This is an optimization exercise on Yosys and OpenROAD, whose aim is small area, a short achievable clock period and few clock cycles per item, not a production implementation. In this exercise RTL edits were held to simulation tests only and were not proved equivalent to the original.

[design.v]
`timescale 1ns / 1ps
`default_nettype none
package cba_pkg;
  localparam int NumBlocks = 256;
  localparam int IdxW      = $clog2(NumBlocks);
  localparam int CntW      = IdxW + 1;
  localparam int BytesW    = 20;
  localparam int BsW       = 13;
  localparam logic [BsW-1:0] BsReset = BsW'(64);
  localparam int PaddrW = 3;
  localparam logic [1:0] REQ_ALLOC  = 2'd0;
  localparam logic [1:0] REQ_RESIZE = 2'd1;
  localparam logic [1:0] REQ_FREE   = 2'd2;
  localparam logic [1:0] REQ_BAD    = 2'd3;
  localparam logic [1:0] ST_INPLACE = 2'd0;
  localparam logic [1:0] ST_PLACED  = 2'd1;
  localparam logic [1:0] ST_NOSPACE = 2'd2;
  localparam logic [1:0] ST_INVALID = 2'd3;
endpackage
`default_nettype wire
`timescale 1ns / 1ps
`default_nettype none
module cba_front #(
  parameter logic [7:0] Cut = 8'b0101_0100
) (
  input  wire logic                        clk_i,
  input  wire logic                        rst_ni,
  input  wire logic                        adv_i,
  input  wire logic [cba_pkg::BsW-1:0]     bs_i,      
  input  wire logic                        valid_i,
  input  wire logic [9:0]                  tag_i,     
  input  wire logic [cba_pkg::BytesW-1:0]  bytes_i,
  output logic                             valid_o,
  output logic [9:0]                       tag_o,
  output logic                             zero_o,    
  output logic                             big_o,     
  output logic [7:0]                       q_o        
);
  localparam int BsW = cba_pkg::BsW;
  localparam int BW  = cba_pkg::BytesW;
  logic [BW-1:0] c_in;
  always_comb begin
    for (int i = 0; i < BW; i++) begin
      c_in[i] = bytes_i[i] ^ ~(|(bytes_i & BW'((1 << i) - 1)));
    end
  end
  logic          v0_q, z0_q;
  logic [9:0]    t0_q;
  logic [BW-1:0] c0_q;
  always_ff @(posedge clk_i or negedge rst_ni) begin
    if (!rst_ni)    v0_q <= 1'b0;
    else if (adv_i) v0_q <= valid_i;
  end
  always_ff @(posedge clk_i) begin
    if (adv_i) begin
      t0_q <= tag_i;
      z0_q <= (bytes_i == '0);
      c0_q <= c_in;
    end
  end
  logic          sv   [9];
  logic [9:0]    st   [9];
  logic          sz   [9];
  logic          sbig [9];
  logic [BW:0]   srem [9];
  logic [7:0]    sq   [9];
  assign sv[8]   = v0_q;
  assign st[8]   = t0_q;
  assign sz[8]   = z0_q;
  assign sbig[8] = ({1'b0, c0_q[BW-1:8]} >= bs_i);
  assign srem[8] = {1'b0, c0_q};
  assign sq[8]   = '0;
  for (genvar k = 7; k >= 0; k--) begin : step
    logic [BsW:0] diff;
    logic         ge;
    logic [BW:0]  rem;
    logic [7:0]   q;
    always_comb begin
      diff = srem[k+1][k +: BsW+1] - {1'b0, bs_i};
      ge   = !diff[BsW];
      rem  = srem[k+1];
      if (ge) rem[k +: BsW+1] = diff;
      for (int i = k + BsW; i <= BW; i++) rem[i] = 1'b0;
      q    = sq[k+1];
      q[k] = ge;
    end
    if (Cut[k]) begin : cut
      logic          v_q;
      logic [9:0]    t_q;
      logic          z_q, big_q;
      logic [BW:0]   rem_q;
      logic [7:0]    q_q;
      always_ff @(posedge clk_i or negedge rst_ni) begin
        if (!rst_ni)    v_q <= 1'b0;
        else if (adv_i) v_q <= sv[k+1];
      end
      always_ff @(posedge clk_i) begin
        if (adv_i) begin
          t_q   <= st[k+1];
          z_q   <= sz[k+1];
          big_q <= sbig[k+1];
          rem_q <= rem;
          q_q   <= q;
        end
      end
      assign sv[k]   = v_q;
      assign st[k]   = t_q;
      assign sz[k]   = z_q;
      assign sbig[k] = big_q;
      assign srem[k] = rem_q;
      assign sq[k]   = q_q;
    end else begin : wire_through
      assign sv[k]   = sv[k+1];
      assign st[k]   = st[k+1];
      assign sz[k]   = sz[k+1];
      assign sbig[k] = sbig[k+1];
      assign srem[k] = rem;
      assign sq[k]   = q;
    end
  end
  assign valid_o = sv[0];
  assign tag_o   = st[0];
  assign zero_o  = sz[0];
  assign big_o   = sbig[0];
  assign q_o     = sq[0];
endmodule
`default_nettype wire
`timescale 1ns / 1ps
`default_nettype none
module cba_queue #(
  parameter int W = 20
) (
  input  wire logic         clk_i,
  input  wire logic         rst_ni,
  input  wire logic         push_valid_i,
  output logic              push_ready_o,
  input  wire logic [W-1:0] push_data_i,
  output logic              pop_valid_o,
  input  wire logic         pop_i,
  output logic [W-1:0]      pop_data_o,
  output logic              nxt_valid_o,   
  output logic [W-1:0]      nxt_data_o
);
  logic [W-1:0] slot0_q, slot1_q;
  logic         wr_ptr_q, rd_ptr_q;
  logic [1:0]   count_q, count_d;
  logic         ready_q;
  logic         do_push, do_pop;
  assign push_ready_o = ready_q;
  assign pop_valid_o  = (count_q != 2'd0);
  assign pop_data_o   = rd_ptr_q ? slot1_q : slot0_q;
  assign do_push      = push_valid_i && ready_q;
  assign do_pop       = pop_i && (count_q != 2'd0);
  always_comb begin
    unique case (count_q)
      2'd0:    count_d = do_push ? 2'd1 : 2'd0;
      2'd1:    count_d = do_pop ? (do_push ? 2'd1 : 2'd0) : (do_push ? 2'd2 : 2'd1);
      default: count_d = do_pop ? 2'd1 : 2'd2;
    endcase
  end
  assign nxt_valid_o = (count_q == 2'd2) || do_push;
  assign nxt_data_o  = (count_q == 2'd2) ? (rd_ptr_q ? slot0_q : slot1_q) : push_data_i;
  always_ff @(posedge clk_i or negedge rst_ni) begin
    if (!rst_ni) begin
      wr_ptr_q <= 1'b0;
      rd_ptr_q <= 1'b0;
      count_q  <= 2'd0;
      ready_q  <= 1'b1;
    end else begin
      if (do_push) wr_ptr_q <= ~wr_ptr_q;
      if (do_pop)  rd_ptr_q <= ~rd_ptr_q;
      count_q <= count_d;
      ready_q <= (count_d != 2'd2);
    end
  end
  always_ff @(posedge clk_i) begin
    if (do_push && !wr_ptr_q) slot0_q <= push_data_i;
    if (do_push &&  wr_ptr_q) slot1_q <= push_data_i;
  end
endmodule
`default_nettype wire
`timescale 1ns / 1ps
`default_nettype none
module cba_ffs (
  input  wire logic [255:0] v_i,
  output logic              found_o,
  output logic [7:0]        idx_o
);
  for (genvar l = 0; l < 8; l++) begin : lv
    localparam int N = 128 >> l;
    logic [N-1:0]       vo;
    logic [N*(l+1)-1:0] io;
    for (genvar j = 0; j < N; j++) begin : nd
      if (l == 0) begin : leaf
        assign vo[j] = v_i[2*j] | v_i[2*j+1];
        assign io[j] = ~v_i[2*j];
      end else begin : node
        logic         vl, vh;
        logic [l-1:0] il, ih;
        assign vl = lv[l-1].vo[2*j];
        assign vh = lv[l-1].vo[2*j+1];
        assign il = lv[l-1].io[2*j*l +: l];
        assign ih = lv[l-1].io[(2*j+1)*l +: l];
        assign vo[j] = vl | vh;
        assign io[j*(l+1) +: l+1] = vl ? {1'b0, il} : {1'b1, ih};
      end
    end
  end
  assign found_o = lv[7].vo[0];
  assign idx_o   = lv[7].io[7:0];
endmodule
module cba_tpre (
  input  wire logic [8:0]   v_i,
  output logic [47:0]       pd_o     
);
  always_comb begin
    for (int k = 0; k < 16; k++) begin
      pd_o[k]      = !v_i[8] && (4'(k) > v_i[7:4]);
      pd_o[16 + k] = !v_i[8] && (4'(k) == v_i[7:4]);
      pd_o[32 + k] = (4'(k) >= v_i[3:0]);
    end
  end
endmodule
module cba_texp (
  input  wire logic [47:0]  pd_i,
  output logic [255:0]      ge_o
);
  always_comb begin
    for (int i = 0; i < 256; i++) begin
      ge_o[i] = pd_i[i/16] || (pd_i[16 + i/16] && pd_i[32 + i%16]);
    end
  end
endmodule
module cba_thermo (
  input  wire logic [8:0]   v_i,
  output logic [255:0]      ge_o
);
  logic [47:0] pd;
  cba_tpre u_pre (.v_i(v_i), .pd_o(pd));
  cba_texp u_exp (.pd_i(pd), .ge_o(ge_o));
endmodule
module cba_inc_add8 (
  input  wire logic [7:0] x_i,
  input  wire logic [7:0] y_i,
  output logic [8:0]      s_o
);
  logic [7:0] g0, p0, g1, p1, g2, p2, g3, p3, h;
  always_comb begin
    h  = x_i ^ y_i;
    g0 = x_i & y_i;
    p0 = x_i | y_i;
    g0[0] = x_i[0] | y_i[0];
    p0[0] = 1'b0;
    for (int i = 0; i < 8; i++) begin
      g1[i] = (i % 2 == 1) ? (g0[i] | (p0[i] & g0[i-1])) : g0[i];
      p1[i] = (i % 2 == 1) ? (p0[i] & p0[i-1]) : p0[i];
    end
    for (int i = 0; i < 8; i++) begin
      g2[i] = (i % 4 >= 2) ? (g1[i] | (p1[i] & g1[(i/4)*4+1])) : g1[i];
      p2[i] = (i % 4 >= 2) ? (p1[i] & p1[(i/4)*4+1]) : p1[i];
    end
    for (int i = 0; i < 8; i++) begin
      g3[i] = (i >= 4) ? (g2[i] | (p2[i] & g2[3])) : g2[i];
      p3[i] = (i >= 4) ? (p2[i] & p2[3]) : p2[i];
    end
    s_o[0] = ~h[0];
    for (int i = 1; i < 8; i++) s_o[i] = h[i] ^ g3[i-1];
    s_o[8] = g3[7];
  end
endmodule
module cba_fits (
  input  wire logic [7:0] a_i,
  input  wire logic [8:0] b_i,
  input  wire logic [7:0] q_i,
  output logic            fit_o
);
  logic [9:0] s, m, c;
  logic [9:0] g0, p0;
  logic [4:0] g1, p1;
  logic       g2a, p2a, g2b, p2b, c8, c9;
  always_comb begin
    s = {1'b0, b_i} ^ ~{2'b0, a_i} ^ ~{2'b0, q_i};
    m = ({1'b0, b_i} & ~{2'b0, a_i}) | ({1'b0, b_i} & ~{2'b0, q_i}) | (~{2'b0, a_i} & ~{2'b0, q_i});
    c = {m[8:0], 1'b1};
    g0 = s & c;
    p0 = s | c;
    for (int i = 0; i < 4; i++) begin
      g1[i] = g0[2*i+1] | (p0[2*i+1] & g0[2*i]);
      p1[i] = p0[2*i+1] & p0[2*i];
    end
    g2a = g1[1] | (p1[1] & g1[0]);
    p2a = p1[1] & p1[0];
    g2b = g1[3] | (p1[3] & g1[2]);
    p2b = p1[3] & p1[2];
    c8  = g2b | (p2b & g2a);
    c9  = g0[8] | (p0[8] & c8);
    fit_o = !(s[9] ^ c[9] ^ c9);
  end
endmodule
module cba_back (
  input  wire logic                        clk_i,
  input  wire logic                        rst_ni,
  input  wire logic                        hd_valid_i,
  output logic                             hd_pop_o,
  input  wire logic [1:0]                  hd_req_i,
  input  wire logic [7:0]                  hd_handle_i,
  input  wire logic                        hd_zero_i,
  input  wire logic                        hd_big_i,
  input  wire logic [7:0]                  hd_q_i,       
  input  wire logic                        nx_valid_i,
  input  wire logic [1:0]                  nx_req_i,
  input  wire logic [7:0]                  nx_handle_i,
  input  wire logic                        nx_zero_i,
  input  wire logic                        nx_big_i,
  output logic                             rsp_valid_o,
  input  wire logic                        rsp_ready_i,
  output logic [1:0]                       rsp_status_o,
  output logic [7:0]                       rsp_start_o,
  output logic [8:0]                       rsp_cur_o,
  output logic [8:0]                       rsp_peak_o
);
  function automatic logic carry16(input logic [15:0] g, input logic [15:0] p, input logic cin);
    logic [7:0] g1, p1;
    logic [3:0] g2, p2;
    logic [1:0] g3, p3;
    logic       g4, p4;
    for (int i = 0; i < 8; i++) begin
      g1[i] = g[2*i+1] | (p[2*i+1] & g[2*i]);
      p1[i] = p[2*i+1] & p[2*i];
    end
    for (int i = 0; i < 4; i++) begin
      g2[i] = g1[2*i+1] | (p1[2*i+1] & g1[2*i]);
      p2[i] = p1[2*i+1] & p1[2*i];
    end
    for (int i = 0; i < 2; i++) begin
      g3[i] = g2[2*i+1] | (p2[2*i+1] & g2[2*i]);
      p3[i] = p2[2*i+1] & p2[2*i];
    end
    g4 = g3[1] | (p3[1] & g3[0]);
    p4 = p3[1] & p3[0];
    carry16 = g4 | (p4 & cin);
  endfunction
  function automatic logic ge9(input logic [8:0] x, input logic [8:0] y);
    ge9 = carry16({7'd0, x & ~y}, {7'h7f, x | ~y}, 1'b1);
  endfunction
  logic [255:0] used_q, start_q, used_e, start_e;
  logic [7:0]   cursor_q, cursor_d;
  logic [8:0]   usage_q, peak_q, usage_w, peak_w, len_w;
  logic         srch_q, move_q, rsz_q, rel_q, pass2_q;
  logic         srch_d, move_d, rsz_d, rel_d, pass2_d;
  logic [7:0]   x_q, x_d;
  logic [8:0]   e_q, e_d;
  logic [7:0]   a_q, a_d;
  logic         w_rng_q, w_set_q, w_resp_q;
  logic         w_rng_d, w_set_d, w_sop_d, w_resp_d;
  logic [8:0]   w_lo_q, w_hi_q, w_lo_d, w_hi_d;
  logic [1:0]   w_st_q, w_st_d;
  logic [7:0]   w_rs_q, w_rs_d;
  logic         rsp_vld_q;
  logic [1:0]   rsp_st_q;
  logic [7:0]   rsp_rs_q;
  logic [8:0]   rsp_cur_q, rsp_peak_q;
  logic         go, done, load;
  logic [47:0]  pre_lo, pre_hi;
  logic [31:0]  pd_lo_q, pd_lo_d;         
  logic [15:0]  pd_lge_q;                 
  logic [47:0]  pd_hi_q;
  logic [15:0]  pd_seh_q, pd_seh_d;       
  logic [15:0]  pd_sel_q, pd_sel_d;       
  logic [255:0] ge_wlo, ge_whi;
  cba_tpre u_pre_lo (.v_i(w_lo_d), .pd_o(pre_lo));
  cba_tpre u_pre_hi (.v_i(w_hi_d), .pd_o(pre_hi));
  cba_texp u_exp_lo (.pd_i({pd_lge_q, pd_lo_q}), .ge_o(ge_wlo));
  cba_texp u_exp_hi (.pd_i(pd_hi_q), .ge_o(ge_whi));
  always_comb begin
    pd_lo_d  = pre_lo[31:0] & {32{w_rng_d}};
    pd_seh_d = pre_lo[31:16] & {16{w_sop_d}};
    for (int k = 0; k < 16; k++) begin
      pd_sel_d[k] = pre_lo[32 + k] && (k == 0 || !pre_lo[32 + ((k == 0) ? 0 : k - 1)]);
    end
    for (int i = 0; i < 256; i++) begin
      used_e[i]  = used_q[i] ^ (ge_wlo[i] && !ge_whi[i]);
      start_e[i] = start_q[i] ^ (pd_seh_q[i/16] && pd_sel_q[i%16]);
    end
  end
  logic [255:0] ge_x, gt_x, va, vb;
  logic         fa, fb, fit, fit_len, in_lim, live, nz;
  logic [7:0]   a8, b8;
  logic [8:0]   a, b, e9, apn, hn, cur_n;
  cba_thermo u_ge_x (.v_i({1'b0, x_q}), .ge_o(ge_x));
  assign gt_x = {ge_x[254:0], 1'b0};
  assign va = ge_x & ~used_e;
  assign vb = gt_x & start_e & ({256{rsz_q}} | ~{used_e[254:0], 1'b1});
  cba_ffs u_ffs_a (.v_i(va), .found_o(fa), .idx_o(a8));
  cba_ffs u_ffs_b (.v_i(vb), .found_o(fb), .idx_o(b8));
  assign a  = {1'b0, a8};
  assign b  = fb ? {1'b0, b8} : 9'd256;
  logic [8:0] a9;
  logic       a_le_b;
  assign a9      = {!fa, a8 & {8{fa}}};
  assign a_le_b  = ge9(b, a9);
  assign e9      = a_le_b ? a9 : b;
  cba_fits u_fits (.a_i(a8), .b_i(b), .q_i(hd_q_i), .fit_o(fit_len));
  assign in_lim  = !pass2_q || !ge9(a, {1'b0, cursor_q});
  assign fit     = fa && fit_len && in_lim;
  cba_inc_add8 u_apn (.x_i(a8), .y_i(hd_q_i), .s_o(apn));
  cba_inc_add8 u_hn (.x_i(hd_handle_i), .y_i(hd_q_i), .s_o(hn));
  assign live  = |(start_e & ge_x & ~gt_x);
  assign nz    = hd_req_i == cba_pkg::REQ_FREE || hd_zero_i;
  cba_inc_add8 u_cur_n (.x_i(cursor_q), .y_i(hd_q_i), .s_o(cur_n));
  logic hn_lt_e, hn_gt_e;
  assign hn_lt_e = !ge9(hn, a9) && !ge9(hn, b);
  assign hn_gt_e = !ge9(a9, hn) || !ge9(b, hn);
  always_comb begin
    if (srch_q)              w_lo_d = a;
    else if (rel_q || nz)    w_lo_d = {1'b0, hd_handle_i};
    else if (hn_lt_e)        w_lo_d = hn;
    else                     w_lo_d = e9;
    if (srch_q)              w_hi_d = apn;
    else if (rel_q)          w_hi_d = e_q;
    else if (!nz && hn_gt_e) w_hi_d = hn;
    else                     w_hi_d = e9;
  end
  logic       act, nosp, r_inv, r_free, r_big, r_same, r_shr, r_grow, r_move;
  logic       done_nf, load_nf, fit_s;
  logic       nx_rsz, nx_srch;
  logic [7:0] cn_wrap, x_nf;
  logic [1:0] st_nf;
  logic [7:0] rs_nf;
  assign act     = hd_valid_i && go;
  assign nosp    = pass2_q && !(fa && fb && !ge9(b, {1'b0, cursor_q}));
  assign r_inv   = !live;
  assign r_free  = live && nz;
  assign r_big   = live && !nz && hd_big_i;
  assign r_same  = live && !nz && !hd_big_i && !hn_lt_e && !hn_gt_e;
  assign r_shr   = live && !nz && !hd_big_i && hn_lt_e;
  assign r_grow  = live && !nz && !hd_big_i && hn_gt_e && ge9(b, hn);
  assign r_move  = live && !nz && !hd_big_i && hn_gt_e && !ge9(b, hn);
  assign fit_s   = srch_q && fit;
  assign done_nf = srch_q ? nosp : (rsz_q ? !r_move : 1'b1);
  assign load_nf = !hd_valid_i || (act && done_nf);
  assign nx_rsz  = nx_valid_i && (nx_req_i == cba_pkg::REQ_RESIZE || nx_req_i == cba_pkg::REQ_FREE);
  assign nx_srch = nx_valid_i && nx_req_i == cba_pkg::REQ_ALLOC && !nx_zero_i && !nx_big_i;
  assign cn_wrap = cur_n[8] ? 8'd0 : cur_n[7:0];
  always_comb begin
    if (load_nf)                  x_nf = nx_rsz ? nx_handle_i : cursor_q;
    else if (!act)                x_nf = x_q;
    else if (srch_q)              x_nf = (!pass2_q && !(fa && fb)) ? 8'd0 : b8;
    else                          x_nf = cursor_q;      
  end
  always_comb begin
    st_nf = cba_pkg::ST_INVALID;
    rs_nf = '0;
    if (srch_q)                          st_nf = cba_pkg::ST_NOSPACE;
    else if (rsz_q) begin
      if (r_big)                         st_nf = cba_pkg::ST_NOSPACE;
      else if (!r_inv) begin
        st_nf = cba_pkg::ST_INPLACE;
        rs_nf = hd_handle_i;
      end
    end else if (rel_q) begin
      st_nf = cba_pkg::ST_PLACED;
      rs_nf = a_q;
    end else if (hd_req_i == cba_pkg::REQ_ALLOC && !hd_zero_i) begin
      st_nf = cba_pkg::ST_NOSPACE;
    end
  end
  always_comb begin
    done     = act && (fit_s ? !move_q : done_nf);
    load     = !hd_valid_i || done;
    w_rng_d  = act && (fit_s || (rsz_q && (r_free || r_shr || r_grow)) || rel_q);
    w_set_d  = srch_q || (rsz_q && r_grow);
    w_sop_d  = act && (fit_s || (rsz_q && r_free) || rel_q);
    w_resp_d = done;
    w_st_d   = fit_s ? cba_pkg::ST_PLACED : st_nf;
    w_rs_d   = fit_s ? a8 : rs_nf;
    cursor_d = (act && fit_s) ? cn_wrap : cursor_q;
    e_d      = (act && rsz_q && r_move) ? e9 : e_q;
    a_d      = (act && fit_s) ? a8 : a_q;
    if (act && fit_s) begin
      srch_d  = move_q ? 1'b0 : nx_srch;
      move_d  = 1'b0;
      rsz_d   = move_q ? 1'b0 : nx_rsz;
      rel_d   = move_q;
      pass2_d = 1'b0;
      x_d     = nx_rsz ? nx_handle_i : cn_wrap;
    end else if (load_nf) begin
      srch_d  = nx_srch;
      move_d  = 1'b0;
      rsz_d   = nx_rsz;
      rel_d   = 1'b0;
      pass2_d = 1'b0;
      x_d     = x_nf;
    end else if (!act) begin
      srch_d  = srch_q;
      move_d  = move_q;
      rsz_d   = rsz_q;
      rel_d   = rel_q;
      pass2_d = pass2_q;
      x_d     = x_q;
    end else if (srch_q) begin
      srch_d  = 1'b1;
      move_d  = move_q;
      rsz_d   = 1'b0;
      rel_d   = 1'b0;
      pass2_d = pass2_q || !(fa && fb);
      x_d     = x_nf;
    end else begin
      srch_d  = 1'b1;
      move_d  = 1'b1;
      rsz_d   = 1'b0;
      rel_d   = 1'b0;
      pass2_d = 1'b0;
      x_d     = x_nf;
    end
  end
  assign go       = !rsp_vld_q || rsp_ready_i;
  assign hd_pop_o = done;
  assign len_w   = w_hi_q - w_lo_q;
  assign usage_w = !w_rng_q ? usage_q : (w_set_q ? usage_q + len_w : usage_q - len_w);
  assign peak_w  = (usage_w > peak_q) ? usage_w : peak_q;
  always_ff @(posedge clk_i or negedge rst_ni) begin
    if (!rst_ni) begin
      used_q    <= '0;
      start_q   <= '0;
      cursor_q  <= '0;
      usage_q   <= '0;
      peak_q    <= '0;
      srch_q    <= 1'b0;
      move_q    <= 1'b0;
      rsz_q     <= 1'b0;
      rel_q     <= 1'b0;
      pass2_q   <= 1'b0;
      x_q       <= '0;
      w_rng_q   <= 1'b0;
      w_resp_q  <= 1'b0;
      pd_lo_q   <= '0;
      pd_seh_q  <= '0;
      rsp_vld_q <= 1'b0;
    end else begin
      used_q   <= used_e;
      start_q  <= start_e;
      cursor_q <= cursor_d;
      srch_q   <= srch_d;
      move_q   <= move_d;
      rsz_q    <= rsz_d;
      rel_q    <= rel_d;
      pass2_q  <= pass2_d;
      x_q      <= x_d;
      pd_lo_q  <= pd_lo_d;
      pd_seh_q <= pd_seh_d;
      if (go) begin
        w_rng_q   <= w_rng_d;
        w_resp_q  <= w_resp_d;
        rsp_vld_q <= w_resp_q;
        usage_q   <= usage_w;
        peak_q    <= peak_w;
      end
    end
  end
  always_ff @(posedge clk_i) begin
    e_q       <= e_d;
    a_q       <= a_d;
    pd_lge_q  <= pre_lo[47:32];
    pd_sel_q  <= pd_sel_d;
    pd_hi_q   <= pre_hi;
    if (go) begin
      w_set_q  <= w_set_d;
      w_lo_q   <= w_lo_d;
      w_hi_q   <= w_hi_d;
      w_st_q   <= w_st_d;
      w_rs_q   <= w_rs_d;
      rsp_st_q   <= w_st_q;
      rsp_rs_q   <= w_rs_q;
      rsp_cur_q  <= usage_w;
      rsp_peak_q <= peak_w;
    end
  end
  assign rsp_valid_o  = rsp_vld_q;
  assign rsp_status_o = rsp_st_q;
  assign rsp_start_o  = rsp_rs_q;
  assign rsp_cur_o    = rsp_cur_q;
  assign rsp_peak_o   = rsp_peak_q;
endmodule
`default_nettype wire
`timescale 1ns / 1ps
`default_nettype none
module contiguous_block_allocator (
  input  wire logic              clk_i,
  input  wire logic              rst_ni,
  input  wire logic              req_valid,
  output logic                   req_ready,
  input  wire logic [1:0]        req_type,
  input  wire logic [7:0]        req_handle,
  input  wire logic [19:0]       req_size_bytes,
  output logic                   rsp_valid,
  input  wire logic              rsp_ready,
  output logic [1:0]             rsp_status,
  output logic [7:0]             rsp_start_block,
  output logic [8:0]             rsp_current_usage,
  output logic [8:0]             rsp_peak_usage,
  input  wire logic              psel,
  input  wire logic              penable,
  input  wire logic              pwrite,
  input  wire logic [cba_pkg::PaddrW-1:0] paddr,
  input  wire logic [31:0]       pwdata,
  output logic [31:0]            prdata,
  output logic                   pready
);
  localparam int BsW = cba_pkg::BsW;
  logic [BsW-1:0] block_size_q, bs_eff;
  logic           bs_zero_q;
  assign pready = 1'b1;
  assign prdata = paddr[2] ? 32'd0 : {{(32-BsW){1'b0}}, block_size_q};
  assign bs_eff = {block_size_q[BsW-1:1], block_size_q[0] | bs_zero_q};
  always_ff @(posedge clk_i or negedge rst_ni) begin
    if (!rst_ni) begin
      block_size_q <= cba_pkg::BsReset;
      bs_zero_q    <= 1'b0;
    end else if (psel && penable && pwrite && !paddr[2]) begin
      block_size_q <= pwdata[BsW-1:0];
      bs_zero_q    <= (pwdata[BsW-1:0] == '0);
    end
  end
  logic        adv, f_valid, f_zero, f_big, h_valid, h_pop, n_valid;
  logic [9:0]  f_tag;
  logic [7:0]  f_q;
  logic [19:0] h_data, n_data;
  assign req_ready = adv;
  cba_front u_front (
    .clk_i   (clk_i),
    .rst_ni  (rst_ni),
    .adv_i   (adv),
    .bs_i    (bs_eff),
    .valid_i (req_valid && adv),
    .tag_i   ({req_type, req_handle}),
    .bytes_i (req_size_bytes),
    .valid_o (f_valid),
    .tag_o   (f_tag),
    .zero_o  (f_zero),
    .big_o   (f_big),
    .q_o     (f_q)
  );
  cba_queue #(.W(20)) u_queue (
    .clk_i        (clk_i),
    .rst_ni       (rst_ni),
    .push_valid_i (f_valid),
    .push_ready_o (adv),
    .push_data_i  ({f_tag, f_zero, f_big, f_q}),
    .pop_valid_o  (h_valid),
    .pop_i        (h_pop),
    .pop_data_o   (h_data),
    .nxt_valid_o  (n_valid),
    .nxt_data_o   (n_data)
  );
  cba_back u_back (
    .clk_i        (clk_i),
    .rst_ni       (rst_ni),
    .hd_valid_i   (h_valid),
    .hd_pop_o     (h_pop),
    .hd_req_i     (h_data[19:18]),
    .hd_handle_i  (h_data[17:10]),
    .hd_zero_i    (h_data[9]),
    .hd_big_i     (h_data[8]),
    .hd_q_i       (h_data[7:0]),
    .nx_valid_i   (n_valid),
    .nx_req_i     (n_data[19:18]),
    .nx_handle_i  (n_data[17:10]),
    .nx_zero_i    (n_data[9]),
    .nx_big_i     (n_data[8]),
    .rsp_valid_o  (rsp_valid),
    .rsp_ready_i  (rsp_ready),
    .rsp_status_o (rsp_status),
    .rsp_start_o  (rsp_start_block),
    .rsp_cur_o    (rsp_current_usage),
    .rsp_peak_o   (rsp_peak_usage)
  );
endmodule
`default_nettype wire
[config.mk]
export PLATFORM = sky130hd
export DESIGN_NAME = contiguous_block_allocator
export DESIGN_NICKNAME = contiguous_block_allocator
export VERILOG_FILES = /design/flow/design.v
export SDC_FILE = /design/flow/constraint.sdc
export NUM_CORES = 4
export LEC_CHECK = 0
export ABC_AREA = 1
export CAP_MARGIN = 20
export CORE_MARGIN = 2
export CORE_UTILIZATION = 40
export GPL_TIMING_DRIVEN = 0
export SETUP_SLACK_MARGIN = 4.5
export SLEW_MARGIN = 20
[run.sh]
#!/bin/bash
# synth_recipe.tcl (not shown) runs the flow's synth.tcl, then flattens the netlist and writes it again
# the make line also repeats each setting of config.mk as NAME=value (left out here)
make -C /OpenROAD-flow-scripts/flow DESIGN_CONFIG=/design/flow/config.mk WORK_HOME=/design/flow/orfs CLKGATE_MAP_FILE= SYNTH_SCRIPT=/design/flow/synth_recipe.tcl finish
[constraint.sdc]
create_clock -name core_clock -period 10.0 [get_ports {clk_i}]
set_input_delay 2.0000 -clock core_clock [delete_from_list [all_inputs] [get_ports {clk_i}]]
set_output_delay 2.0000 -clock core_clock [all_outputs]
set_load 0.01 [all_outputs]
==> results of run 1 <==
==> final timing paths <==
kind                            cells after the start                                       to  slack, ns                                 start
worst max-delay path                               42  u_front.step[6].cut.rem_q[11]$_DFFE_PP_       4.02           block_size_q[2]$_DFFE_PN0P_
worst min-delay path                                0     u_front.step[4].cut.t_q[6]$_DFFE_PP_       0.42  u_front.step[6].cut.t_q[6]$_DFFE_PP_
worst max register to register                     42  u_front.step[6].cut.rem_q[11]$_DFFE_PP_       4.02           block_size_q[2]$_DFFE_PN0P_
worst min register to register                      0     u_front.step[4].cut.t_q[6]$_DFFE_PP_       0.42  u_front.step[6].cut.t_q[6]$_DFFE_PP_
max in group asynchronous                           4             u_back.used_q[226]$_DFF_PN0_       7.43                                rst_ni
min in group asynchronous                           1            u_back.start_q[108]$_DFF_PN0_       1.02                                rst_ni
==> state kept, by name, summed over array words and instances (netlist names), 9 cells and up <==
signal and count:
u_back.usage_q 9, u_back.rsp_peak_q 9, u_queue.slot1_q 20, u_back.pd_sel_q 16
u_front.c0_q 20, u_back.pd_hi_q 46, block_size_q 13, u_back.pd_seh_q 16
u_front.step.cut.q_q 12, u_back.rsp_cur_q 9, u_queue.slot0_q 20, u_back.used_q 256
u_front.step.cut.rem_q 51, u_front.t0_q 10, u_back.peak_q 9, u_back.start_q 256
u_back.pd_lge_q 14, u_back.e_q 9, u_front.step.cut.t_q 30, u_back.w_hi_q 9
u_back.w_lo_q 9, u_back.pd_lo_q 31
==> logic make-up (layout without fill, tap and decap cells) <==
logic type               Yosys count  count (layout)
AND/OR/NAND/NOR                 5482            5484
buffers and inverters           1453            2487
AO/OA/AOI/OAI                   1236            1236
flip-flops                       944             944
XOR/XNOR                         361             361
adder cells (fa/ha/maj)          212             212
multiplexers                       6               6
other                              2              30
==> routing by layer <==
metal  global-route usage, %  wire length (um)  up-vias
met5                       0               126        -
met4                   30.54             34270       18
met3                   10.03             41800     1254
met2                   58.51            151800     4648
met1                   52.07            140700    35783
li1                        -                 -    33123
==> layout make-up <==
| type | instances | share of cell area (%) |
|---|---|---|
| multi-input combinational | 7319 | 47.01 |
| sequential | 944 | 26.96 |
| timing repair buffer | 811 | 9.492 |
| inverter | 1089 | 4.901 |
| buffer | 364 | 4.212 |
| clock buffer | 167 | 3.690 |
| tap | 2218 | 3.050 |
| clock inverter | 55 | 0.6478 |
| antenna | 10 | 0.02751 |
| timing repair inverter | 1 | 0.009627 |
==> what timing repair did <==
| action | in CTS | in global routing |
|---|---|---|
| gates cloned | 12 | 6 |
| buffers inserted | 386 | 269 |
| endpoints found under the setup margin | 272 | 253 |
| pin swaps | 257 | 340 |
| resized for setup | 1074 | 1050 |
==> metrics by stage <==
stage	utilization [%]	cells
after global placement	42.47	12025
final	53.86	12978
after global routing	53.85	12969
after CTS	50.12	12692
after detailed placement	43.19	12072
after floorplan	-	9714
==> synth_stat cells (all sizes together) (12+ instances only) <==
master / number / share of area (%)
a21boi: 22 / 0.27
a21o: 25 / 0.28
a21oi: 561 / 4.3
a31oi: 41 / 0.38
and2: 21 / 0.19
buf: 195 / 1.9
clkbuf: 169 / 0.94
clkinv: 12 / 0.081
dfrtp: 622 / 23
dfxtp: 76 / 2.2
edfxtp: 244 / 11
fa: 24 / 0.71
ha: 188 / 3.5
inv: 1077 / 6.0
nand2: 3373 / 20
nand3: 659 / 5.1
nand3b: 139 / 1.5
nand4: 150 / 1.4
nor2: 1014 / 6.6
nor3: 82 / 0.64
nor4: 20 / 0.18
o211ai: 21 / 0.24
o21a: 14 / 0.16
o21ai: 406 / 3.2
o21bai: 56 / 0.62
o311ai: 46 / 0.59
or2: 19 / 0.18
xnor2: 46 / 0.59
xor2: 315 / 4.1
==> impl_metrics.env, run 1 <==
export IMPL_fin_tns_setup_ns=0
export IMPL_portBuffers=93
export IMPL_tritoncts="yes"
export IMPL_die_w_um=415.5
export IMPL_hp_class="reg2reg"
export IMPL_die_y_um=415.5
export IMPL_synthFlopType="dfrtp_1"
export IMPL_routed_wl_um=368700
export IMPL_finClkSkew_ns=0.04403
export IMPL_rsz0062_at_grt="true"
export IMPL_hold_buffers=0
export IMPL_synth_xor_area_share_pct=4.667
export IMPL_numCtsBuffers=117
export IMPL_syn_area_sq_mm=0.06775
export IMPL_regArea_sq_mm=0.02453
export IMPL_cts_root_buf="clkbuf_16"
export IMPL_synth_compound_gate_area_share_pct=10.53
export IMPL_place_gp_congestion=1.074
export IMPL_drtIter0Drc=9384
export IMPL_setup_viol=0
export IMPL_seq_area_frac_synth_pct=36.11
export IMPL_crit_required_ns=10.54
export IMPL_ios=135
export IMPL_worst_slack_ns=4.025
export IMPL_synth_edf_count=244
export IMPL_grt_pass1_vias=67418
export IMPL_synthMuxAreaShare_pct=0.09419
export IMPL_crit_family="buffers and inverters"
export IMPL_synth_fa_ha_area_share_pct=4.181
export IMPL_max_slew_margin_pct=33.53
export IMPL_placed_area_sq_mm=0.07295
export IMPL_ys_types=79
export IMPL_detail_route_antenna_nets=0
export IMPL_drive_gt1_share_pct=23.71
export IMPL_grt_max_degree=79
export IMPL_rows=151
export IMPL_critPathCaptureType="flip-flop"
export IMPL_routedWlPerCell_um=28.41
export IMPL_finalCritPeriodShare_pct=59.75
export IMPL_yosys_area_share_simple_pct=35.43
export IMPL_synth_top_family_by_area="simple AND/OR/NAND/NOR gates"
export IMPL_layout_commonest_cell="nand2_1"
export IMPL_dr_total_vias=74826
export IMPL_drv_cap=0
export IMPL_yosys_warnings=14
export IMPL_cts_sinks=944
export IMPL_post_synth_cell_area_avg_sq_um=6.987
export IMPL_htreeDepth=3
export IMPL_antenna_found_initial=30
export IMPL_cts_buffer_depth=3
export IMPL_cpMostUsedCell="buf_4"
export IMPL_grt_pass1_wl_um=495700
export IMPL_synth_cells=9696
export IMPL_async_flop_share_pct=66.10
export IMPL_status="finished clean"
export IMPL_areaGrowthSynthToFinish_pct=34.29
export IMPL_fp_dieArea_sq_mm=0.1727
export IMPL_ys_ff_latch=944
export IMPL_worstSetupPathType="reg2reg"
export IMPL_fmax_mhz=167.4
export IMPL_critPathMaxFanout=5
export IMPL_worst_setup_path_start_kind="flip-flop"
export IMPL_max_stage_delay_ns=0.37
export IMPL_drcViolationCount=0
export IMPL_critical_path_slowest_cell="dfrtp_1"
export IMPL_tightestPinTransition_ns=0.9845
export IMPL_slew_violations=0
export IMPL_hold_viol=0
export IMPL_fill_cells=16141
export IMPL_clk_pin_slew_ns=0.06
export IMPL_min_period_ns=5.975
export IMPL_detailed_place_hpwl_um=258300
export IMPL_start_util_pct=40.11
export IMPL_gr_usage_all_layers_pct=40.49
export IMPL_multiInputGateArea_sq_mm=0.04277
export IMPL_layout_common_cells="2980 x nand2_1, 946 x inv_1, 726 x nor2_1"
export IMPL_post_route_cell_area_sq_mm=0.09098
export IMPL_core_area_sq_mm=0.1689
export IMPL_clock_latency_ns=0.81
export IMPL_holdWs_ns=0.4151
export IMPL_dr_pass1_iters=6
export IMPL_grt_ovfl_total=0
export IMPL_critical_path_buf_inv_count=20
export IMPL_place_ws_ns=0.8827
export IMPL_cp_arrival_ns=6.51
export IMPL_finish_net_count=10931
export IMPL_avgViaCountPerCell=5.766
Testbench counts, summed over its fixed seeds: cycles 6,550, items 4,000.
==> run 2: changes to the inputs <==
--- a/config.mk
+++ b/config.mk
@@ -12,3 +12,3 @@
 export GPL_TIMING_DRIVEN = 0
-export SETUP_SLACK_MARGIN = 4.5
+export SETUP_SLACK_MARGIN = 3.0
 export SLEW_MARGIN = 20
==> impl_metrics.env, run 2 <==
export IMPL_status="finished clean"
export IMPL_critPathMaxFanout=10
export IMPL_critPathCaptureType="flip-flop"
export IMPL_cp_arrival_ns=7.73
export IMPL_min_period_ns=7.073
export IMPL_max_stage_delay_ns=0.66
export IMPL_clock_latency_ns=0.81
export IMPL_yosys_warnings=14
export IMPL_tightestPinTransition_ns=1.177
export IMPL_final_cells=12362
export IMPL_cts_buffer_depth=3
export IMPL_dr_wl_met2_um=144800
export IMPL_grt_max_degree=85
export IMPL_layout_common_cells="3228 x nand2_1, 995 x inv_1, 892 x nor2_1"
export IMPL_portBuffers=93
export IMPL_seq_area_frac_synth_pct=36.11
export IMPL_routedWlPerCell_um=28.44
export IMPL_r2r_slack_ns=2.93
export IMPL_avgViaCountPerCell=5.683
export IMPL_core_area_sq_mm=0.1689
export IMPL_die_y_um=415.5
export IMPL_synth_top_area_cell="dfrtp_1"
export IMPL_dr_pass1_iters=6
export IMPL_cpMostUsedCell="nand2_1"
export IMPL_setup_viol=0
export IMPL_placed_area_sq_mm=0.07284
export IMPL_fmax_mhz=141.4
export IMPL_slew_violations=0
export IMPL_dr_total_vias=70254
export IMPL_start_util_pct=40.11
export IMPL_areaGrowthSynthToFinish_pct=15.34
export IMPL_htreeDepth=3
export IMPL_yosys_top_cells_count="3241 x nand2_1, 1002 x inv_1, 907 x nor2_1"
export IMPL_synth_top_area_share_pct=22.97
export IMPL_finalCritPeriodShare_pct=70.73
export IMPL_fin_tns_setup_ns=0
export IMPL_critical_path_slowest_cell="clkbuf_2"
export IMPL_die_w_um=415.5
export IMPL_met3_length_um=36970
export IMPL_ys_types=79
export IMPL_worstSetupPathType="reg2reg"
export IMPL_hold_viol=0
export IMPL_drive_gt1_share_pct=10.35
export IMPL_synth_edf_count=244
export IMPL_max_slew_margin_pct=20.71
export IMPL_crit_required_ns=10.65
export IMPL_hp_class="reg2reg"
export IMPL_layout_commonest_cell="nand2_1"
export IMPL_rsz0062_at_grt="true"
export IMPL_numCtsBuffers=119
export IMPL_gr_usage_all_layers_pct=39.66
export IMPL_synth_cells=9696
export IMPL_drv_cap=0
export IMPL_clk_pin_slew_ns=0.06
export IMPL_ios=135
export IMPL_async_flop_share_pct=66.10
export IMPL_drcViolationCount=0
export IMPL_ys_ff_latch=944
export IMPL_antenna_found_initial=34
export IMPL_drtIter0Drc=9003
export IMPL_grt_pass1_vias=65020
export IMPL_wirelength_met1_um=140100
export IMPL_worst_setup_path_start_kind="flip-flop"
export IMPL_top_layer="met5"
export IMPL_cts_sinks=944
export IMPL_detailed_place_hpwl_um=260800
export IMPL_syn_area_sq_mm=0.06775
export IMPL_routed_wl_um=351600
export IMPL_finish_net_count=10301
export IMPL_post_route_cell_area_sq_mm=0.07814
export IMPL_placedCellCount=12075
export IMPL_fill_cells=17281
export IMPL_cts_root_buf="clkbuf_16"
export IMPL_reg_top3="u_back.start_q: 256 flops, u_back.used_q: 256 flops, u_front.step.cut.rem_q: 51 flops"
export IMPL_grt_ovfl_total=0
export IMPL_post_synth_cell_area_avg_sq_um=6.987
export IMPL_synthMostInstantiatedCell="nand2_1"
export IMPL_detail_route_antenna_nets=0
export IMPL_place_gp_congestion=1.046
export IMPL_fp_dieArea_sq_mm=0.1727
export IMPL_rows=151
export IMPL_tritoncts="yes"
export IMPL_grt_pass1_wl_um=484400
export IMPL_yosys_top_cells_area="dfrtp_1 23%, nand2_1 18%, edfxtp_1 11%, inv_1 5.6%, nor2_1 5.0%"
export IMPL_synthFlopType="dfrtp_1"
export IMPL_finClkSkew_ns=0.04174
## run 2: cell counts after synthesis
Identical to the previous run, type by type.
## run 2: metal layers
| metal | vias up | GRT usage, % |
|---|---|---|
| met2 | 3914 | 57.67 |
| met3 | 992 | 9.866 |
| li1 | 31837 | - |
| met1 | 33499 | 51.25 |
| met4 | 12 | 28.39 |
| met5 | - | 0 |
## run 2: worst max-delay path, delay by kind of cell, from the launching register on
kind / cells / cell delay [ns]
adders and majority gates: 1 / 0.57
xor gates and xnor gates: 1 / 0.20
DFF: 1 / 0.32
buffers and inverters: 5 / 1.58
and+or+nand+nor: 22 / 3.03
AOI/OAI and AO/OA: 3 / 1.16
## run 2: final timing paths
kind / from / end / cells past startpoint
hold / removal: u_front.step[4].cut.t_q[8]$_DFFE_PP_ / u_front.step[2].cut.t_q[8]$_DFFE_PP_ / 0
hold reg to reg: u_front.step[4].cut.t_q[8]$_DFFE_PP_ / u_front.step[2].cut.t_q[8]$_DFFE_PP_ / 0
max in group asynchronous: rst_ni / u_back.start_q[253]$_DFF_PN0_ / 5
setup / recovery: u_back.pd_sel_q[3]$_DFF_P_ / u_back.pd_lo_q[7]$_DFF_PN0_ / 32
setup reg to reg: u_back.pd_sel_q[3]$_DFF_P_ / u_back.pd_lo_q[7]$_DFF_PN0_ / 32
min in group asynchronous: rst_ni / u_back.used_q[77]$_DFF_PN0_ / 1
## run 2: timing repair
item,in CTS,in global routing
resized for setup,106,156
hold buffers,0,0
pin swaps,4,14
setup endpoints to repair,219,140
endpoints found under the hold margin,0,0
gates cloned,0,0
setup buffers,22,17
## run 2: final cells by class
type                    instances  area [sq um]  area share [%]
multi-input cells            7317         37810           48.39
flip-flops and latches        944         24480           31.33
inverters                    1089          4175           5.343
clock buffers                 176          3551           4.544
well taps                    2218          2775           3.551
repair buffers                182          2475           3.167
plain buffers                 364          2280           2.917
clock inverters                52         543.0          0.6949
diodes                         20         50.05         0.06405
## run 2: cells by family after synthesis
group | after synthesis | share of synthesized area (%)
simple gates | 5482 | 35.43
other cells | 2 | 0.01109
compound gates | 1236 | 10.53
buf+inv | 1453 | 8.968
xor+xnor | 361 | 4.667
flops | 944 | 36.11
mux | 6 | 0.09419
fa+ha+maj | 212 | 4.181
## run 2: per-stage QoR
stage / hold slack, ns / worst slack (ns) / utilization, %
after floorplan: 0.4003 / 4.004 / -
after global placement: 0.4018 / -25.49 / 42.34
after detailed placement: 0.4045 / 1.288 / 43.13
after CTS: 0.4101 / 3.024 / 45.87
after global routing: 0.4226 / 2.963 / 46.23
final: 0.4173 / 2.927 / 46.26
==> run 3: changes to the inputs <==
--- a/config.mk
+++ b/config.mk
@@ -10,5 +10,5 @@
 export CORE_MARGIN = 2
-export CORE_UTILIZATION = 40
+export CORE_UTILIZATION = 48
 export GPL_TIMING_DRIVEN = 0
-export SETUP_SLACK_MARGIN = 3.0
+export SETUP_SLACK_MARGIN = 3.5
 export SLEW_MARGIN = 20
==> impl_metrics.env, run 3 <==
export IMPL_tritoncts="yes"
export IMPL_numCtsBuffers=113
export IMPL_placed_area_sq_mm=0.07211
export IMPL_hold_buffers=0
export IMPL_critPathMaxFanout=11
export IMPL_placedCellCount=11724
export IMPL_tightestPinTransition_ns=1.284
export IMPL_routed_wl_um=334900
export IMPL_drive_gt1_share_pct=11.84
export IMPL_start_util_pct=48.43
export IMPL_cp_arrival_ns=7.27
export IMPL_synthFlopType="dfrtp_1"
export IMPL_dr_pass1_iters=10
export IMPL_regArea_sq_mm=0.02449
export IMPL_portBuffers=93
export IMPL_synth_edf_count=244
export IMPL_synth_cells=9696
export IMPL_detail_route_antenna_nets=0
export IMPL_critPathCaptureType="flip-flop"
export IMPL_gr_usage_all_layers_pct=44.98
export IMPL_grt_max_degree=88
export IMPL_avgViaCountPerCell=5.924
export IMPL_post_synth_cell_area_avg_sq_um=6.987
export IMPL_grt_ovfl_total=0
export IMPL_max_stage_delay_ns=0.63
export IMPL_fmax_mhz=150.0
export IMPL_clk_pin_slew_ns=0.06
export IMPL_post_route_cell_area_sq_mm=0.07876
export IMPL_detailed_place_hpwl_um=242800
export IMPL_clock_latency_ns=0.80
export IMPL_dr_total_vias=71384
export IMPL_core_area_sq_mm=0.1399
export IMPL_cpMostUsedCell="nand2_1"
export IMPL_status="finished clean"
export IMPL_worstSetupPathType="reg2reg"
export IMPL_grt_pass1_wl_um=464800
export IMPL_fin_tns_setup_ns=0
export IMPL_met3_length_um=42410
export IMPL_ys_types=79
export IMPL_multiInputGateArea_sq_mm=0.03835
export IMPL_finClkSkew_ns=0.06095
export IMPL_yosys_warnings=14
export IMPL_top_layer="met5"
export IMPL_synth_top_area_share_pct=22.97
export IMPL_drcViolationCount=0
export IMPL_yosys_top_cells_count="3241 x nand2_1, 1002 x inv_1, 907 x nor2_1"
export IMPL_hp_class="reg2reg"
export IMPL_finish_net_count=10345
export IMPL_final_cells=12049
export IMPL_dr_wl_met2_um=136700
export IMPL_yosys_top_cells_area="dfrtp_1 23%, nand2_1 18%, edfxtp_1 11%, inv_1 5.6%, nor2_1 5.0%"
export IMPL_drtIter0Drc=9254
export IMPL_async_flop_share_pct=66.10
export IMPL_wirelength_met1_um=125500
export IMPL_routedWlPerCell_um=27.80
export IMPL_hold_viol=0
export IMPL_die_y_um=379.7
export IMPL_layout_common_cells="3210 x nand2_1, 989 x inv_1, 882 x nor2_1"
export IMPL_place_gp_congestion=1.087
export IMPL_worst_setup_path_start_kind="flip-flop"
export IMPL_cts_buffer_depth=3
export IMPL_max_slew_margin_pct=14.27
export IMPL_min_period_ns=6.667
export IMPL_critical_path_slowest_cell="fa_1"
export IMPL_slew_violations=0
export IMPL_finalCritPeriodShare_pct=66.67
export IMPL_fill_cells=13613
export IMPL_setup_viol=0
export IMPL_ios=135
export IMPL_antenna_found_initial=35
export IMPL_syn_area_sq_mm=0.06775
export IMPL_htreeDepth=3
export IMPL_crit_required_ns=10.60
export IMPL_synth_top_area_cell="dfrtp_1"
export IMPL_rows=137
export IMPL_cts_root_buf="clkbuf_16"
export IMPL_seq_area_frac_synth_pct=36.11
export IMPL_layout_commonest_cell="nand2_1"
export IMPL_cts_sinks=944
export IMPL_reg_top3="u_back.start_q: 256 flops, u_back.used_q: 256 flops, u_front.step.cut.rem_q: 51 flops"
export IMPL_rsz0062_at_grt="true"
export IMPL_die_w_um=379.7
export IMPL_ys_ff_latch=944
export IMPL_drv_cap=0
export IMPL_areaGrowthSynthToFinish_pct=16.25
export IMPL_synthMostInstantiatedCell="nand2_1"
export IMPL_fp_dieArea_sq_mm=0.1442
export IMPL_grt_pass1_vias=65261
## run 3: what timing repair did
item / 4_1_cts / 5_1_grt
setup buffers: 39 / 57
pin swaps: 15 / 39
endpoints found under the setup margin: 244 / 163
cloned: 0 / 1
resized for setup: 237 / 317
## run 3: stage by stage
| stage | hold slack (ns) | worst slack [ns] | util (%) |
|---|---|---|---|
| finish | 0.4130 | 3.333 | 56.31 |
| global route | 0.4184 | 3.358 | 56.28 |
| CTS | 0.4147 | 3.494 | 55.26 |
| detailed placement | 0.4045 | 1.495 | 51.55 |
| global placement | 0.4001 | -24.28 | 50.83 |
| floorplan | 0.4003 | 4.004 | - |
## run 3: final timing paths
kind / cells after the start / end / slack (ns) / start
max: 31 / u_back.pd_lo_q[13]$_DFF_PN0_ / 3.33 / u_back.rsz_q$_DFFE_PN0P_
min: 0 / u_front.step[6].cut.rem_q[1]$_DFFE_PP_ / 0.41 / u_front.c0_q[1]$_DFFE_PP_
max reg2reg: 31 / u_back.pd_lo_q[13]$_DFF_PN0_ / 3.33 / u_back.rsz_q$_DFFE_PN0P_
min reg2reg: 0 / u_front.step[6].cut.rem_q[1]$_DFFE_PP_ / 0.41 / u_front.c0_q[1]$_DFFE_PP_
max in group asynchronous: 4 / block_size_q[6]$_DFFE_PN1P_ / 6.88 / rst_ni
min in group asynchronous: 1 / u_back.start_q[76]$_DFF_PN0_ / 1.19 / rst_ni
## run 3: kinds of logic after synthesis
family                   count (synthesis)  synth area share [%]
AO/OA/AOI/OAI                         1236                 10.53
other                                    2               0.01109
XOR/XNOR                               361                 4.667
flip-flops                             944                 36.11
multiplexers                             6               0.09419
AND/OR/NAND/NOR                       5482                 35.43
buffers and inverters                 1453                 8.968
adder cells (fa/ha/maj)                212                 4.181
## run 3: worst max-delay path, delay by kind of cell (launching register included)
family | cells | cell delay, ns
adder cells (fa/ha/maj) | 1 | 0.63
flip-flops | 1 | 0.53
AND/OR/NAND/NOR | 18 | 2.55
AO/OA/AOI/OAI | 4 | 0.74
buffers and inverters | 8 | 1.92
## run 3: layout make-up
cell class,count,area share [%]
plain buffers,364,3.300
diodes,13,0.04131
multi-input cells,7317,48.70
repair buffers,232,3.392
well taps,1876,2.980
clock inverters,62,1.010
clock buffers,152,4.143
flip-flops and latches,944,31.09
inverters,1089,5.344
## run 3: per-layer routing
layer / up-vias / global-route usage, %
met1: 33834 / 56.59
met5: - / 0
met2: 4474 / 64.26
met3: 1122 / 14.58
met4: 40 / 33.38
li1: 31914 / -
==> run 4: changes to the inputs <==
--- a/design.v
+++ b/design.v
@@ -22,2 +22,32 @@
 `default_nettype none
+module cba_psub (
+  input  wire logic [13:0] x_i,
+  input  wire logic [13:0] y_i,
+  output logic             ge_o,
+  output logic [13:0]      d_o
+);
+  logic [15:0] g [5], p [5];
+  logic [13:0] h;
+  always_comb begin
+    h = x_i ^ ~y_i;
+    g[0] = {2'b00, x_i & ~y_i};
+    p[0] = {2'b00, x_i | ~y_i};
+    g[0][0] = x_i[0] | ~y_i[0];
+    p[0][0] = 1'b0;
+    for (int l = 0; l < 4; l++) begin
+      for (int i = 0; i < 16; i++) begin
+        if (((i >> l) & 1) == 1) begin
+          g[l+1][i] = g[l][i] | (p[l][i] & g[l][((i >> l) << l) - 1]);
+          p[l+1][i] = p[l][i] & p[l][((i >> l) << l) - 1];
+        end else begin
+          g[l+1][i] = g[l][i];
+          p[l+1][i] = p[l][i];
+        end
+      end
+    end
+    d_o[0] = ~h[0];
+    for (int i = 1; i < 14; i++) d_o[i] = h[i] ^ g[4][i-1];
+    ge_o = g[4][13];
+  end
+endmodule
 module cba_front #(
@@ -77,5 +107,4 @@
     logic [7:0]   q;
+    cba_psub u_sub (.x_i(srem[k+1][k +: BsW+1]), .y_i({1'b0, bs_i}), .ge_o(ge), .d_o(diff));
     always_comb begin
-      diff = srem[k+1][k +: BsW+1] - {1'b0, bs_i};
-      ge   = !diff[BsW];
       rem  = srem[k+1];
--- a/config.mk
+++ b/config.mk
@@ -10,5 +10,5 @@
 export CORE_MARGIN = 2
-export CORE_UTILIZATION = 48
+export CORE_UTILIZATION = 40
 export GPL_TIMING_DRIVEN = 0
-export SETUP_SLACK_MARGIN = 3.5
+export SETUP_SLACK_MARGIN = 4.0
 export SLEW_MARGIN = 20
==> impl_metrics.env, run 4 <==
export IMPL_routedWlPerCell_um=27.14
export IMPL_detail_route_antenna_nets=0
export IMPL_layout_common_cells="3120 x nand2_1, 995 x inv_1, 749 x nor2_1"
export IMPL_async_flop_share_pct=66.10
export IMPL_numCtsBuffers=116
export IMPL_routed_wl_um=344000
export IMPL_core_area_sq_mm=0.1654
export IMPL_drive_gt1_share_pct=18.37
export IMPL_fmax_mhz=159.6
export IMPL_dr_pass1_iters=8
export IMPL_synth_compound_gate_area_share_pct=9.264
export IMPL_placed_area_sq_mm=0.07192
export IMPL_synthMostInstantiatedCell="nand2_1"
export IMPL_grt_ovfl_total=0
export IMPL_fp_dieArea_sq_mm=0.1703
export IMPL_hold_viol=0
export IMPL_slew_violations=0
export IMPL_critPathMaxFanout=7
export IMPL_gr_usage_all_layers_pct=38.99
export IMPL_status="finished clean"
export IMPL_die_w_um=412.7
export IMPL_post_route_cell_area_sq_mm=0.08594
export IMPL_critPathCaptureType="flip-flop"
export IMPL_fill_cells=16192
export IMPL_seq_area_frac_synth_pct=36.62
export IMPL_post_route_util_pct=51.97
export IMPL_portBuffers=93
export IMPL_synth_top_family_by_area="simple AND/OR/NAND/NOR gates"
export IMPL_cts_root_buf="clkbuf_16"
export IMPL_place_gp_congestion=1.031
export IMPL_grt_max_degree=85
export IMPL_crit_required_ns=10.52
export IMPL_layout_commonest_cell="nand2_1"
export IMPL_final_cells=12676
export IMPL_avgViaCountPerCell=5.655
export IMPL_ys_ff_latch=944
export IMPL_grt_pass1_vias=66266
export IMPL_tritoncts="yes"
export IMPL_worst_slack_ns=3.736
export IMPL_place_ws_ns=-0.4116
export IMPL_clock_latency_ns=0.81
export IMPL_syn_area_sq_mm=0.06681
export IMPL_yosys_warnings=23
export IMPL_finalCritPeriodShare_pct=62.64
export IMPL_die_y_um=412.7
export IMPL_yosys_area_share_simple_pct=34.98
export IMPL_cts_sinks=944
export IMPL_drv_cap=0
export IMPL_areaGrowthSynthToFinish_pct=28.64
export IMPL_antenna_found_initial=22
export IMPL_finish_net_count=10733
export IMPL_cts_buffer_depth=3
export IMPL_worst_setup_path_start_kind="flip-flop"
export IMPL_rsz0062_at_grt="true"
export IMPL_fin_tns_setup_ns=0
export IMPL_max_slew_margin_pct=18.06
export IMPL_ys_types=68
export IMPL_critical_path_slowest_cell="dfrtp_1"
export IMPL_post_synth_cell_area_avg_sq_um=6.921
export IMPL_synth_edf_count=244
export IMPL_htreeDepth=3
export IMPL_reg_top3="u_back.start_q: 256 flops, u_back.used_q: 256 flops, u_front.step.cut.rem_q: 51 flops"
export IMPL_cp_arrival_ns=6.79
export IMPL_synth_xor_area_share_pct=4.234
export IMPL_tightestPinTransition_ns=1.218
export IMPL_synth_cells=9653
export IMPL_synth_top_area_cell="dfrtp_1"
export IMPL_max_stage_delay_ns=0.40
export IMPL_drtIter0Drc=8312
export IMPL_hold_buffers=0
export IMPL_finClkSkew_ns=0.03905
export IMPL_synth_top_area_share_pct=23.30
export IMPL_synth_fa_ha_area_share_pct=6.011
export IMPL_yosys_top_cells_area="dfrtp_1 23%, nand2_1 19%, edfxtp_1 11%, inv_1 5.8%, nor2_1 5.3%"
export IMPL_grt_pass1_wl_um=473200
export IMPL_hp_class="reg2reg"
export IMPL_yosys_top_cells_count="3321 x nand2_1, 1035 x inv_1, 935 x nor2_1"
export IMPL_start_util_pct=40.40
export IMPL_drcViolationCount=0
export IMPL_ios=135
export IMPL_setup_viol=0
export IMPL_detailed_place_hpwl_um=248200
export IMPL_rows=149
export IMPL_dr_total_vias=71687
export IMPL_synthFlopType="dfrtp_1"
export IMPL_placedCellCount=12004
export IMPL_cpMostUsedCell="nor2_2"
export IMPL_synthMuxAreaShare_pct=0.07491
export IMPL_min_period_ns=6.264
export IMPL_worstSetupPathType="reg2reg"
export IMPL_clk_pin_slew_ns=0.06
==> run 4: cell type report <==
| cell class | instances | area, sq um | area share (%) |
|---|---|---|---|
| Timing Repair Buffer | 579 | 6399 | 7.445 |
| Clock inverter | 70 | 834.6 | 0.9710 |
| Buffer | 381 | 3367 | 3.918 |
| Antenna cell | 14 | 35.03 | 0.04076 |
| Multi-Input combinational cell | 7246 | 40500 | 47.12 |
| Tap cell | 2189 | 2739 | 3.187 |
| Clock buffer | 152 | 3209 | 3.734 |
| Inverter | 1101 | 4373 | 5.088 |
| Sequential cell | 944 | 24490 | 28.49 |
==> run 4: worst max-delay path: cells and delay by family, from the launching register on <==
family,cells,cell delay [ns]
adders and majority gates,3,0.86
DFF,1,0.40
and+or+nand+nor,20,2.04
AOI/OAI and AO/OA,14,1.83
buffers and inverters,6,0.81
==> run 4: through the flow <==
stage,hold slack (ns)
floorplan,0.4003
detailed placement,0.4045
global placement,0.4003
finish,0.4157
CTS,0.3982
global route,0.4250
==> run 4: cell families after synthesis <==
kind of cell / count (synthesis)
and+or+nand+nor: 5522
buffers and inverters: 1482
AOI/OAI and AO/OA: 1082
DFF: 944
xor gates and xnor gates: 323
adders and majority gates: 293
muxes: 5
other: 2
==> run 4: final timing paths <==
path	endpoint	startpoint	slack, ns	depth (start not counted)
worst min register to register	u_front.step[2].cut.q_q[7]$_DFFE_PP_	u_front.step[4].cut.q_q[7]$_DFFE_PP_	0.42	0
worst max-delay path	u_front.step[4].cut.rem_q[14]$_DFFE_PP_	block_size_q[0]$_DFFE_PN0P_	3.74	43
worst min-delay path	u_front.step[2].cut.q_q[7]$_DFFE_PP_	u_front.step[4].cut.q_q[7]$_DFFE_PP_	0.42	0
max in group asynchronous	u_back.rsz_q$_DFFE_PN0P_	rst_ni	6.73	5
min in group asynchronous	u_back.start_q[153]$_DFF_PN0_	rst_ni	1.22	1
worst max register to register	u_front.step[4].cut.rem_q[14]$_DFFE_PP_	block_size_q[0]$_DFFE_PN0P_	3.74	43
==> run 4: per-layer routing <==
metal | global-route usage (%) | wire (um) | vias up
li1 | - | - | 32340
met1 | 47.44 | 129000 | 34229
met2 | 58.59 | 146200 | 3919
met3 | 9.983 | 36180 | 1183
met4 | 30.91 | 32470 | 16
met5 | 0 | 103 | -
==> run 4: what timing repair did <==
item	in CTS	in global routing
resized for setup	897	913
cloned	4	9
pin swaps	116	287
endpoints found under the setup margin	251	246
setup buffers	227	196
Testbench counts of run 4, summed over its fixed seeds: cycles 6,550, items 4,000.

==> what the ideal ports hide <==
No port has a modelled driver above. Below, the same layouts with a new extraction and two added sets of constraints. Step 1 (the two cells are an assumption about what drives the block):
set clk [get_ports {clk_i}]
set_driving_cell -lib_cell sky130_fd_sc_hd__clkbuf_16 $clk
set_driving_cell -lib_cell sky130_fd_sc_hd__buf_2 [delete_from_list [all_inputs] $clk]
Step 2 adds t to the input delays and takes it off the output delays; t is the mean of the earliest and latest rising clock arrival at the registers after step 1. Input paths then give back, and output paths get back, about the clock's delay inside the block. Three values: ideal ports, drivers, drivers and shift; two values: the first two.
run	t (ns)	slack for setup (ns)	worst hold slack (ns)	worst setup path at the end	slew at the worst register clock pin (ns)
run 1	0.871	4.025 / 4.025 / 4.025	0.415 / 0.415 / 0.415	register to register	0.07 / 0.07
run 2	0.877	2.927 / 2.927 / 2.927	0.417 / 0.417 / 0.417	register to register	0.07 / 0.07
run 3	0.854	3.333 / 3.333 / 3.333	0.413 / 0.413 / 0.413	register to register	0.07 / 0.07
run 4	0.875	3.736 / 3.736 / 3.736	0.416 / 0.416 / 0.416	register to register	0.07 / 0.07
After both steps setup and hold are still met in every run listed.
